Source: an optimization exercise on an open RTL-to-GDS flow (aim: small area). Production flows keep margins and buffers that such runs may drop. Where RTL was checked, it was by simulation tests only, not by an equivalence proof against the original. Power and IR drop assume default switching activity.

== oak ==
Design odd_pipe, start of the top module:
module odd_pipe (
    input  logic         clock,
    input  logic         reset,
    input  logic [4:0]   issue_opcode,
    input  logic [127:0] issue_ra,
    input  logic [127:0] issue_rb,
    input  logic [127:0] issue_rt_data,
    input  logic [6:0]   issue_rt_address,
    input  logic [6:0]   issue_i7,
    input  logic [15:0]  issue_i16,
    input  logic [31:0]  issue_pc,
    output logic [142:0] fw_stage1,
    output logic [142:0] fw_stage2,
    output logic [142:0] fw_stage3,
    output logic [142:0] fw_stage4,
    output logic [142:0] fw_stage5,
    output logic [142:0] fw_stage6,
    output logic [142:0] fw_stage7,
    output logic [142:0] result,
    output logic         branch_taken,
    output logic [31:0]  next_pc
);
Settings: LEC_CHECK=0, CAP_MARGIN=20, CORE_AREA=5 5 255 255, DIE_AREA=0 0 260 260, SLEW_MARGIN=20; clock period 8.0 ns.
standard.sh (not shown) runs the stock make flow with config.mk's settings and CLKGATE_MAP_FILE= SYNTH_SCRIPT=/design/flow/synth_recipe.tcl, a recipe that flattens the netlist after the stock synthesis.
==> flow/flow/run.sh <==
#!/bin/bash
# Layout flow:
#  2. the same synthesis again, with the rotator module swapped for a
#     cell-level version (flow/genrot.py);
#  3. the rest of the combinational logic mapped again for area, the
#     rotator's cells and all registers left as they are;
#  4. the registers checked against the standard synthesis (same names and
#     cells), else the standard netlist is remapped instead;
#  5. the standard layout, with the smallest buffer on the ports, pins one
#     track apart and a clock tree without dummy loads.
# Each tool's output goes to its own log here.
set -euo pipefail
bash standard.sh synth > synth.log 2>&1

RES=orfs/results/sky130hd/odd_pipe/base
LIB=$FLOW_HOME/platforms/sky130hd/lib/sky130_fd_sc_hd__tt_025C_1v80.lib
cp $RES/1_2_yosys.v 1_2_yosys_standard.v

# 2. synthesis with the cell-level rotator
python3 flow/genrot.py > rot_struct.v
python3 flow/swapmod.py design.v rot_struct.v perm_rotator > design_mine.v
sed "s#$PWD/design.v#$PWD/design_mine.v#" config.mk > config_mine.mk
sed "s#$PWD/config.mk#$PWD/config_mine.mk#g;s#$PWD/orfs#$PWD/orfs_mine#g" standard.sh > standard_mine.sh
bash standard_mine.sh synth > synth_mine.log 2>&1
MINE=orfs_mine/results/sky130hd/odd_pipe/base/1_2_yosys.v

# 3. area remap of the other combinational cells
python3 flow/mkmap.py $LIB cells_map.v > mkmap.log 2>&1
DU=""
for c in $(sed -n 's/^export DONT_USE_CELLS += *//p;/^ *sky130_fd_sc_hd__lpflow/p;/^ *sky130_fd_sc_hd__probe/p' $FLOW_HOME/platforms/sky130hd/config.mk | tr -d '\\'); do
  DU="$DU -dont_use $c"
done
printf 'set_driving_cell sky130_fd_sc_hd__buf_1\nset_load 5\n' > abc.constr
remap() {
  cat > remap_$3.ys <<EOT
read_liberty -lib $LIB
read_verilog $1
hierarchy -top $FLOW_TOP
select -set keep c:u_permute.u_rot.*
techmap -map cells_map.v c:* @keep %d
techmap
opt -purge
abc -script $PWD/flow/remap.abc -liberty $LIB $DU -constr $PWD/abc.constr -D 8000
opt_clean -purge
splitnets
opt_clean -purge
hilomap -singleton -hicell sky130_fd_sc_hd__conb_1 HI -locell sky130_fd_sc_hd__conb_1 LO
insbuf -buf sky130_fd_sc_hd__buf_1 A X
opt_clean -purge
write_verilog -noattr -nohex -nodec $2
EOT
  yosys -s remap_$3.ys > remap_$3.log 2>&1
}

# 4. keep the cell-level rotator only if the registers match the standard ones
if remap $MINE remapped_mine.v mine && python3 flow/regcheck.py 1_2_yosys_standard.v remapped_mine.v > regcheck.log 2>&1; then
  cp remapped_mine.v $RES/1_2_yosys.v
else
  remap 1_2_yosys_standard.v remapped_standard.v standard
  python3 flow/regcheck.py 1_2_yosys_standard.v remapped_standard.v > regcheck_standard.log 2>&1
  cp remapped_standard.v $RES/1_2_yosys.v
fi
rm -f $RES/1_synth.odb

# 5. layout
export BUFFER_PORTS_ARGS="-buffer_cell sky130_fd_sc_hd__buf_1"
export CTS_ARGS="-sink_clustering_enable -repair_clock_nets -dont_use_dummy_load -buf_list {sky130_fd_sc_hd__clkbuf_8} -sink_clustering_size 16 -sink_clustering_max_diameter 50"
export PLACE_PINS_ARGS="-min_distance 1 -min_distance_in_tracks"
bash standard.sh finish > layout.log 2>&1
Other scripts of this flow, unchanged in this note and not shown: flow/flow/genrot.py, flow/flow/mkmap.py, flow/flow/regcheck.py, flow/flow/remap.abc, flow/flow/swapmod.py
Here is what was changed in the inputs of pine compared with oak.
Settings: changing CORE_AREA from 5 5 255 255 to 5 5 295 295; changing DIE_AREA from 0 0 260 260 to 0 0 300 300.
--- outcome ---
The area taken by multi-input logic gates was comparable across oak and pine. The global-route usage in pine was lower than what oak gave. Sort oak and pine by transition time at the pin with the least slew margin desc -> top: oak. Minimum period implied by the final worst setup slack: pine lower than oak. pine: final cycle utilization of the critical path is 7.6 points lower than what oak reported. In pine relative to oak, final total power had gone up by a few percent.
No functional check of the RTL was part of any run of this note.

Another version of the RTL of odd_pipe (not shown whole).
Size: ~3300 cells after synthesis, roughly 1600 I/O pins, roughly 0.034 mm^2 of cells after synthesis.
==> flow/config.mk <==
export PLATFORM = sky130hd
export DESIGN_NAME = odd_pipe
export DESIGN_NICKNAME = odd_pipe
export VERILOG_FILES = /design/flow/design.v
export SDC_FILE = /design/flow/constraint.sdc
export NUM_CORES = 8
export LEC_CHECK = 0
export CAP_MARGIN = 20
export CORE_AREA = 5 5 265 265
export DIE_AREA = 0 0 270 270
export GPL_ROUTABILITY_DRIVEN = 0
export SLEW_MARGIN = 20
==> flow/constraint.sdc <==
create_clock -name core_clock -period 8.0 [get_ports {clock}]
set_input_delay 1.6000 -clock core_clock [delete_from_list [all_inputs] [get_ports {clock}]]
set_output_delay 1.6000 -clock core_clock [all_outputs]
set_load 0.01 [all_outputs]
==> flow/flow/run.sh <==
#!/bin/bash
# Layout flow:
#  2. the same synthesis again, with the rotator module swapped for a
#     cell-level version (flow/genrot.py);
#  3. the rest of the combinational logic mapped again for area, the
#     rotator's cells, the full and half adders and all registers left as
#     they are;
#  4. the registers checked against the standard synthesis (same names and
#     cells), else the standard netlist is remapped instead;
#  5. the standard layout, with the smallest buffer on the ports, pins one
#     track apart (the clock pin placed first, with room around it:
#     flow/pins.tcl) and a clock tree without dummy loads.
# Each tool's output goes to its own log here.
set -euo pipefail
bash standard.sh synth > synth.log 2>&1

RES=orfs/results/sky130hd/odd_pipe/base
LIB=$FLOW_HOME/platforms/sky130hd/lib/sky130_fd_sc_hd__tt_025C_1v80.lib
cp $RES/1_2_yosys.v 1_2_yosys_standard.v

# 2. synthesis with the cell-level rotator
python3 flow/genrot.py > cells_struct.v
python3 flow/swapmod.py design.v cells_struct.v > design_mine.v
sed "s#$PWD/design.v#$PWD/design_mine.v#" config.mk > config_mine.mk
sed "s#$PWD/config.mk#$PWD/config_mine.mk#g;s#$PWD/orfs#$PWD/orfs_mine#g" standard.sh > standard_mine.sh
bash standard_mine.sh synth > synth_mine.log 2>&1
MINE=orfs_mine/results/sky130hd/odd_pipe/base/1_2_yosys.v

# 3. area remap of the other combinational cells
python3 flow/mkmap.py $LIB cells_map.v > mkmap.log 2>&1
DU=""
for c in $(sed -n 's/^export DONT_USE_CELLS += *//p;/^ *sky130_fd_sc_hd__lpflow/p;/^ *sky130_fd_sc_hd__probe/p' $FLOW_HOME/platforms/sky130hd/config.mk | tr -d '\\'); do
  DU="$DU -dont_use $c"
done
printf 'set_driving_cell sky130_fd_sc_hd__buf_1\nset_load 5\n' > abc.constr
remap() {
  cat > remap_$3.ys <<EOT
read_liberty -lib $LIB
read_verilog $1
hierarchy -top $FLOW_TOP
select -set keep c:u_permute.u_rot.* t:sky130_fd_sc_hd__fa_* t:sky130_fd_sc_hd__ha_*
techmap -map cells_map.v c:* @keep %d
techmap
opt -purge
abc -script $PWD/flow/remap.abc -liberty $LIB $DU -constr $PWD/abc.constr -D 8000
opt_clean -purge
splitnets
opt_clean -purge
hilomap -singleton -hicell sky130_fd_sc_hd__conb_1 HI -locell sky130_fd_sc_hd__conb_1 LO
insbuf -buf sky130_fd_sc_hd__buf_1 A X
opt_clean -purge
write_verilog -noattr -nohex -nodec $2
EOT
  yosys -s remap_$3.ys > remap_$3.log 2>&1
}

# 4. keep the cell-level rotator only if the registers match the standard ones
if remap $MINE remapped_mine.v mine && python3 flow/regcheck.py 1_2_yosys_standard.v remapped_mine.v > regcheck.log 2>&1; then
  cp remapped_mine.v $RES/1_2_yosys.v
else
  remap 1_2_yosys_standard.v remapped_standard.v standard
  python3 flow/regcheck.py 1_2_yosys_standard.v remapped_standard.v > regcheck_standard.log 2>&1
  cp remapped_standard.v $RES/1_2_yosys.v
fi
rm -f $RES/1_synth.odb

# 5. layout
export BUFFER_PORTS_ARGS="-buffer_cell sky130_fd_sc_hd__buf_1"
export CTS_ARGS="-sink_clustering_enable -repair_clock_nets -dont_use_dummy_load -buf_list {sky130_fd_sc_hd__clkbuf_8} -sink_clustering_buffer sky130_fd_sc_hd__clkbuf_16 -sink_clustering_size 30 -sink_clustering_max_diameter 80"
export PLACE_PINS_ARGS="-min_distance 1 -min_distance_in_tracks -corner_avoidance 6"
export PRE_IO_PLACEMENT_TCL=$PWD/flow/pins.tcl
bash standard.sh finish > layout.log 2>&1
Other scripts of this flow, unchanged in this note and not shown: flow/flow/genrot.py, flow/flow/mkmap.py, flow/flow/pins.tcl, flow/flow/regcheck.py, flow/flow/remap.abc, flow/flow/swapmod.py
The baseline ran to the end with no violations.
Next try:
--- a/flow/flow/run.sh
+++ b/flow/flow/run.sh
@@ -68,3 +68,3 @@
 export BUFFER_PORTS_ARGS="-buffer_cell sky130_fd_sc_hd__buf_1"
-export CTS_ARGS="-sink_clustering_enable -repair_clock_nets -dont_use_dummy_load -buf_list {sky130_fd_sc_hd__clkbuf_8} -sink_clustering_buffer sky130_fd_sc_hd__clkbuf_16 -sink_clustering_size 30 -sink_clustering_max_diameter 80"
+export CTS_ARGS="-sink_clustering_enable -repair_clock_nets -dont_use_dummy_load -buf_list {sky130_fd_sc_hd__clkbuf_16} -sink_clustering_size 40 -sink_clustering_max_diameter 50"
 export PLACE_PINS_ARGS="-min_distance 1 -min_distance_in_tracks -corner_avoidance 6"
Settings changed: GPL_ROUTABILITY_DRIVEN 0 to default.
Sequential share of layout area falls by 1.3 points.
Design area increases by 2.5%.
Clock-buffer cell count came out higher by 40.
Routed wire length is higher by 5.3%.
Worst setup slack loses 68 ps.
Next try:
--- a/flow/flow/run.sh
+++ b/flow/flow/run.sh
@@ -68,3 +68,3 @@
 export BUFFER_PORTS_ARGS="-buffer_cell sky130_fd_sc_hd__buf_1"
-export CTS_ARGS="-sink_clustering_enable -repair_clock_nets -dont_use_dummy_load -buf_list {sky130_fd_sc_hd__clkbuf_16} -sink_clustering_size 40 -sink_clustering_max_diameter 50"
+export CTS_ARGS="-sink_clustering_enable -repair_clock_nets -dont_use_dummy_load -buf_list {sky130_fd_sc_hd__clkbuf_16} -sink_clustering_size 36 -sink_clustering_max_diameter 60"
 export PLACE_PINS_ARGS="-min_distance 1 -min_distance_in_tracks -corner_avoidance 6"
Design area decreases by 1.9%.
Die area does not change.
Sequential share of layout area is higher by 1.0 points.
Power fell by 7.2%.

Another version of the RTL of odd_pipe (not shown whole).
For scale: about 1,100 flip-flops, roughly 0.044 mm2 of cells after synthesis.
Settings: LEC_CHECK=0, CAP_MARGIN=20, CORE_AREA=10 10 590 590, DIE_AREA=0 0 600 600, SLEW_MARGIN=20; clock period 8.0 ns.
run.sh (not shown) runs the stock make flow with config.mk's settings and CLKGATE_MAP_FILE= SYNTH_SCRIPT=/design/flow/synth_recipe.tcl, a recipe that flattens the netlist after the stock synthesis.
Stock flow here: none of the scripts above is used.
Change:
==> flow/flow/run.sh (new file) <==
#!/bin/bash
# Standard synthesis and layout, with the smallest buffer on the ports, pins
# one track apart and a clock tree without dummy loads. Each step's output
# goes to its own log here.
set -euo pipefail
bash standard.sh synth > synth.log 2>&1
export BUFFER_PORTS_ARGS="-buffer_cell sky130_fd_sc_hd__buf_1"
export CTS_ARGS="-sink_clustering_enable -repair_clock_nets -dont_use_dummy_load"
export PLACE_PINS_ARGS="-min_distance 1 -min_distance_in_tracks"
bash standard.sh finish > layout.log 2>&1
==> flow/standard.sh (new file) <==
#!/bin/bash
# synth_recipe.tcl (not shown) runs the flow's synth.tcl, then flattens the netlist and writes it again
# the make line also repeats each setting of config.mk as NAME=value (left out here)
make -C /OpenROAD-flow-scripts/flow DESIGN_CONFIG=/design/flow/config.mk WORK_HOME=/design/flow/orfs CLKGATE_MAP_FILE= SYNTH_SCRIPT=/design/flow/synth_recipe.tcl "${@:-finish}"
--- a/flow/config.mk
+++ b/flow/config.mk
@@ -9,2 +9,2 @@
-export CORE_AREA = 10 10 590 590
-export DIE_AREA = 0 0 600 600
+export CORE_AREA = 5 5 295 295
+export DIE_AREA = 0 0 300 300
removed: flow/run.sh
Outcome: The changed run produced a clean layout. Setup slack gets worse by 0.022 ns. Routed wire length came out lower by well over a third. Power went down by about a fifth. Final area drops by about a fifth. Count of clock-buffer cells in the layout decreases by 86. Non-clock buffer count falls by 69.
Change:
==> flow/flow/run.sh (replaced) <==
#!/bin/bash
# Standard synthesis and layout, with the smallest buffer on the ports and a
# clock tree without dummy loads. Each step's output goes to its own log here.
set -euo pipefail
bash standard.sh synth > synth.log 2>&1
export BUFFER_PORTS_ARGS="-buffer_cell sky130_fd_sc_hd__buf_1"
export CTS_ARGS="-sink_clustering_enable -repair_clock_nets -dont_use_dummy_load"
bash standard.sh finish > layout.log 2>&1
Result:
- The new run aborted during 3_2_place_iop
- synthesized cell count does not change
- area after synthesis is unchanged

odd_pipe, a different RTL version from the one above (not shown whole).
For scale: about 3700 cells after synthesis, about 1600 I/O pins, about 0.035 mm² of cells after synthesis.
Settings: LEC_CHECK=0, CAP_MARGIN=0, CORE_AREA=5 5 255 255, DIE_AREA=0 0 260 260, SLEW_MARGIN=0; clock period 8.0 ns.
standard.sh (not shown) runs the stock make flow with config.mk's settings and CLKGATE_MAP_FILE= SYNTH_SCRIPT=/design/flow/synth_recipe.tcl, a recipe that flattens the netlist after the stock synthesis.
==> flow/flow/run.sh <==
#!/bin/bash
# Layout flow:
#  2. the same synthesis again, with the rotator module swapped for a
#     cell-level version (flow/genrot.py) and the chain's reset inverter
#     for a single cell;
#  3. the rest of the combinational logic mapped again for area, those
#     cells and all registers left as they are;
#  4. the registers checked against the standard synthesis (same names and
#     cells), else the standard netlist is remapped instead;
#  5. the standard layout, with the smallest buffer on the ports, pins one
#     track apart and a clock tree without dummy loads.
# Each tool's output goes to its own log here.
set -euo pipefail
bash standard.sh synth > synth.log 2>&1

RES=orfs/results/sky130hd/odd_pipe/base
LIB=$FLOW_HOME/platforms/sky130hd/lib/sky130_fd_sc_hd__tt_025C_1v80.lib
cp $RES/1_2_yosys.v 1_2_yosys_standard.v

# 2. synthesis with the cell-level rotator
python3 flow/genrot.py > cells_struct.v
printf 'module reset_inv (reset, rstn);\n  input reset;\n  output rstn;\n  sky130_fd_sc_hd__inv_1 u (.A(reset), .Y(rstn));\nendmodule\n' >> cells_struct.v
python3 flow/swapmod.py design.v cells_struct.v > design_mine.v
sed "s#$PWD/design.v#$PWD/design_mine.v#" config.mk > config_mine.mk
sed "s#$PWD/config.mk#$PWD/config_mine.mk#g;s#$PWD/orfs#$PWD/orfs_mine#g" standard.sh > standard_mine.sh
bash standard_mine.sh synth > synth_mine.log 2>&1
MINE=orfs_mine/results/sky130hd/odd_pipe/base/1_2_yosys.v

# 3. area remap of the other combinational cells
python3 flow/mkmap.py $LIB cells_map.v > mkmap.log 2>&1
DU=""
for c in $(sed -n 's/^export DONT_USE_CELLS += *//p;/^ *sky130_fd_sc_hd__lpflow/p;/^ *sky130_fd_sc_hd__probe/p' $FLOW_HOME/platforms/sky130hd/config.mk | tr -d '\\'); do
  DU="$DU -dont_use $c"
done
printf 'set_driving_cell sky130_fd_sc_hd__buf_1\nset_load 5\n' > abc.constr
remap() {
  cat > remap_$3.ys <<EOT
read_liberty -lib $LIB
read_verilog $1
hierarchy -top $FLOW_TOP
select -set keep c:u_permute.u_rot.* c:u_chain.u_rstn.*
techmap -map cells_map.v c:* @keep %d
techmap
opt -purge
abc -script $PWD/flow/remap.abc -liberty $LIB $DU -constr $PWD/abc.constr -D 8000
opt_clean -purge
splitnets
opt_clean -purge
hilomap -singleton -hicell sky130_fd_sc_hd__conb_1 HI -locell sky130_fd_sc_hd__conb_1 LO
insbuf -buf sky130_fd_sc_hd__buf_1 A X
opt_clean -purge
write_verilog -noattr -nohex -nodec $2
EOT
  yosys -s remap_$3.ys > remap_$3.log 2>&1
}

# 4. keep the cell-level rotator only if the registers match the standard ones
if remap $MINE remapped_mine.v mine && python3 flow/regcheck.py 1_2_yosys_standard.v remapped_mine.v > regcheck.log 2>&1; then
  cp remapped_mine.v $RES/1_2_yosys.v
else
  remap 1_2_yosys_standard.v remapped_standard.v standard
  python3 flow/regcheck.py 1_2_yosys_standard.v remapped_standard.v > regcheck_standard.log 2>&1
  cp remapped_standard.v $RES/1_2_yosys.v
fi
rm -f $RES/1_synth.odb

# 5. layout
export BUFFER_PORTS_ARGS="-buffer_cell sky130_fd_sc_hd__buf_1"
export CTS_ARGS="-sink_clustering_enable -repair_clock_nets -dont_use_dummy_load -buf_list {sky130_fd_sc_hd__clkbuf_8} -sink_clustering_size 20 -sink_clustering_max_diameter 40"
export PLACE_PINS_ARGS="-min_distance 1 -min_distance_in_tracks"
bash standard.sh finish > layout.log 2>&1
Other scripts of this flow, unchanged in this note and not shown: flow/flow/genrot.py, flow/flow/mkmap.py, flow/flow/regcheck.py, flow/flow/remap.abc, flow/flow/swapmod.py
==> next run, changes <==
--- a/flow/flow/run.sh
+++ b/flow/flow/run.sh
@@ -68,3 +68,3 @@
 export BUFFER_PORTS_ARGS="-buffer_cell sky130_fd_sc_hd__buf_1"
-export CTS_ARGS="-sink_clustering_enable -repair_clock_nets -dont_use_dummy_load -buf_list {sky130_fd_sc_hd__clkbuf_8} -sink_clustering_size 20 -sink_clustering_max_diameter 40"
+export CTS_ARGS="-sink_clustering_enable -repair_clock_nets -dont_use_dummy_load -buf_list {sky130_fd_sc_hd__clkbuf_8 sky130_fd_sc_hd__clkbuf_16} -sink_clustering_size 24 -sink_clustering_max_diameter 50"
 export PLACE_PINS_ARGS="-min_distance 1 -min_distance_in_tracks"
- CAP_MARGIN: 0 -> 20
- SLEW_MARGIN: 0 -> 20
Outcome:
- die area is unchanged
- setup slack loses 36 ps
- via count is about the same
- final area increases by 0.89%
- routed wire length increases by 1.1%
- global-route usage increases by 0.52 points
- synthesized area stays the same
- power increases by 5.0%
- clock power increases by about 18%
==> next run, changes <==
--- a/flow/flow/run.sh
+++ b/flow/flow/run.sh
@@ -68,3 +68,3 @@
 export BUFFER_PORTS_ARGS="-buffer_cell sky130_fd_sc_hd__buf_1"
-export CTS_ARGS="-sink_clustering_enable -repair_clock_nets -dont_use_dummy_load -buf_list {sky130_fd_sc_hd__clkbuf_8 sky130_fd_sc_hd__clkbuf_16} -sink_clustering_size 24 -sink_clustering_max_diameter 50"
+export CTS_ARGS="-sink_clustering_enable -repair_clock_nets -dont_use_dummy_load -buf_list {sky130_fd_sc_hd__clkbuf_8} -sink_clustering_size 20 -sink_clustering_max_diameter 40"
 export PLACE_PINS_ARGS="-min_distance 1 -min_distance_in_tracks"
The new run completed without violations; power goes down by 4.7%; via count grows by 0.37%; maximum frequency rises by 1.2%; worst setup slack gets better by 82 ps; hold slack degrades by 12 ps; synthesized cell count is unchanged; critical path depth stays the same; die area is unchanged; sequential power barely changes.

-- static timing again, ports no longer ideal --
How much do the figures lean on ideal ports? The routed layouts below were timed once more, with nothing changed but the port constraints.
Step 1, drivers: a clkbuf_16 drives clock and a buf_2 each remaining input, both assumed.
Step 2 times the ports against the registers' clock, not the clock port: input delays grow and output delays shrink by t, the midpoint of the rising clock arrivals with the driver on.
a / b / c = ideal ports / drivers / drivers and shift; a / b = the first two.
| run | t, ns | slack for setup (ns) | cell pins on the clock port's net |
|---|---|---|---|
| oak | 0.756 | 1.199 / 1.192 / 0.436 | 1 |
| pine | 0.768 | 1.808 / 1.788 / 1.020 | 1 |
| the first run of note 2 | 0.775 | 0.599 / 0.624 / -0.151 | 1 |
| the second run of note 2 | 0.666 | 0.531 / 0.536 / -0.131 | 1 |
| the third run of note 2 | 0.673 | 0.595 / 0.599 / -0.074 | 1 |
| the first run of note 3 | 0.859 | 1.726 / 1.734 / 0.875 | 1 |
| the second run of note 3 | 0.713 | 1.704 / 1.725 / 1.013 | 1 |
| the first run of note 4 | 0.748 | 1.177 / 1.163 / 0.415 | 1 |
| the second run of note 4 | 0.688 | 1.140 / 1.130 / 0.442 | 1 |
| the third run of note 4 | 0.748 | 1.223 / 1.209 / 0.461 | 1 |
Met with ideal ports but missed after step 2: setup timing in the first run of note 2, the second run of note 2 and the third run of note 2. The setup slack of the first run of note 3, which loses most, moves by +0.008 ns with the drivers and by -0.851 ns with both steps.
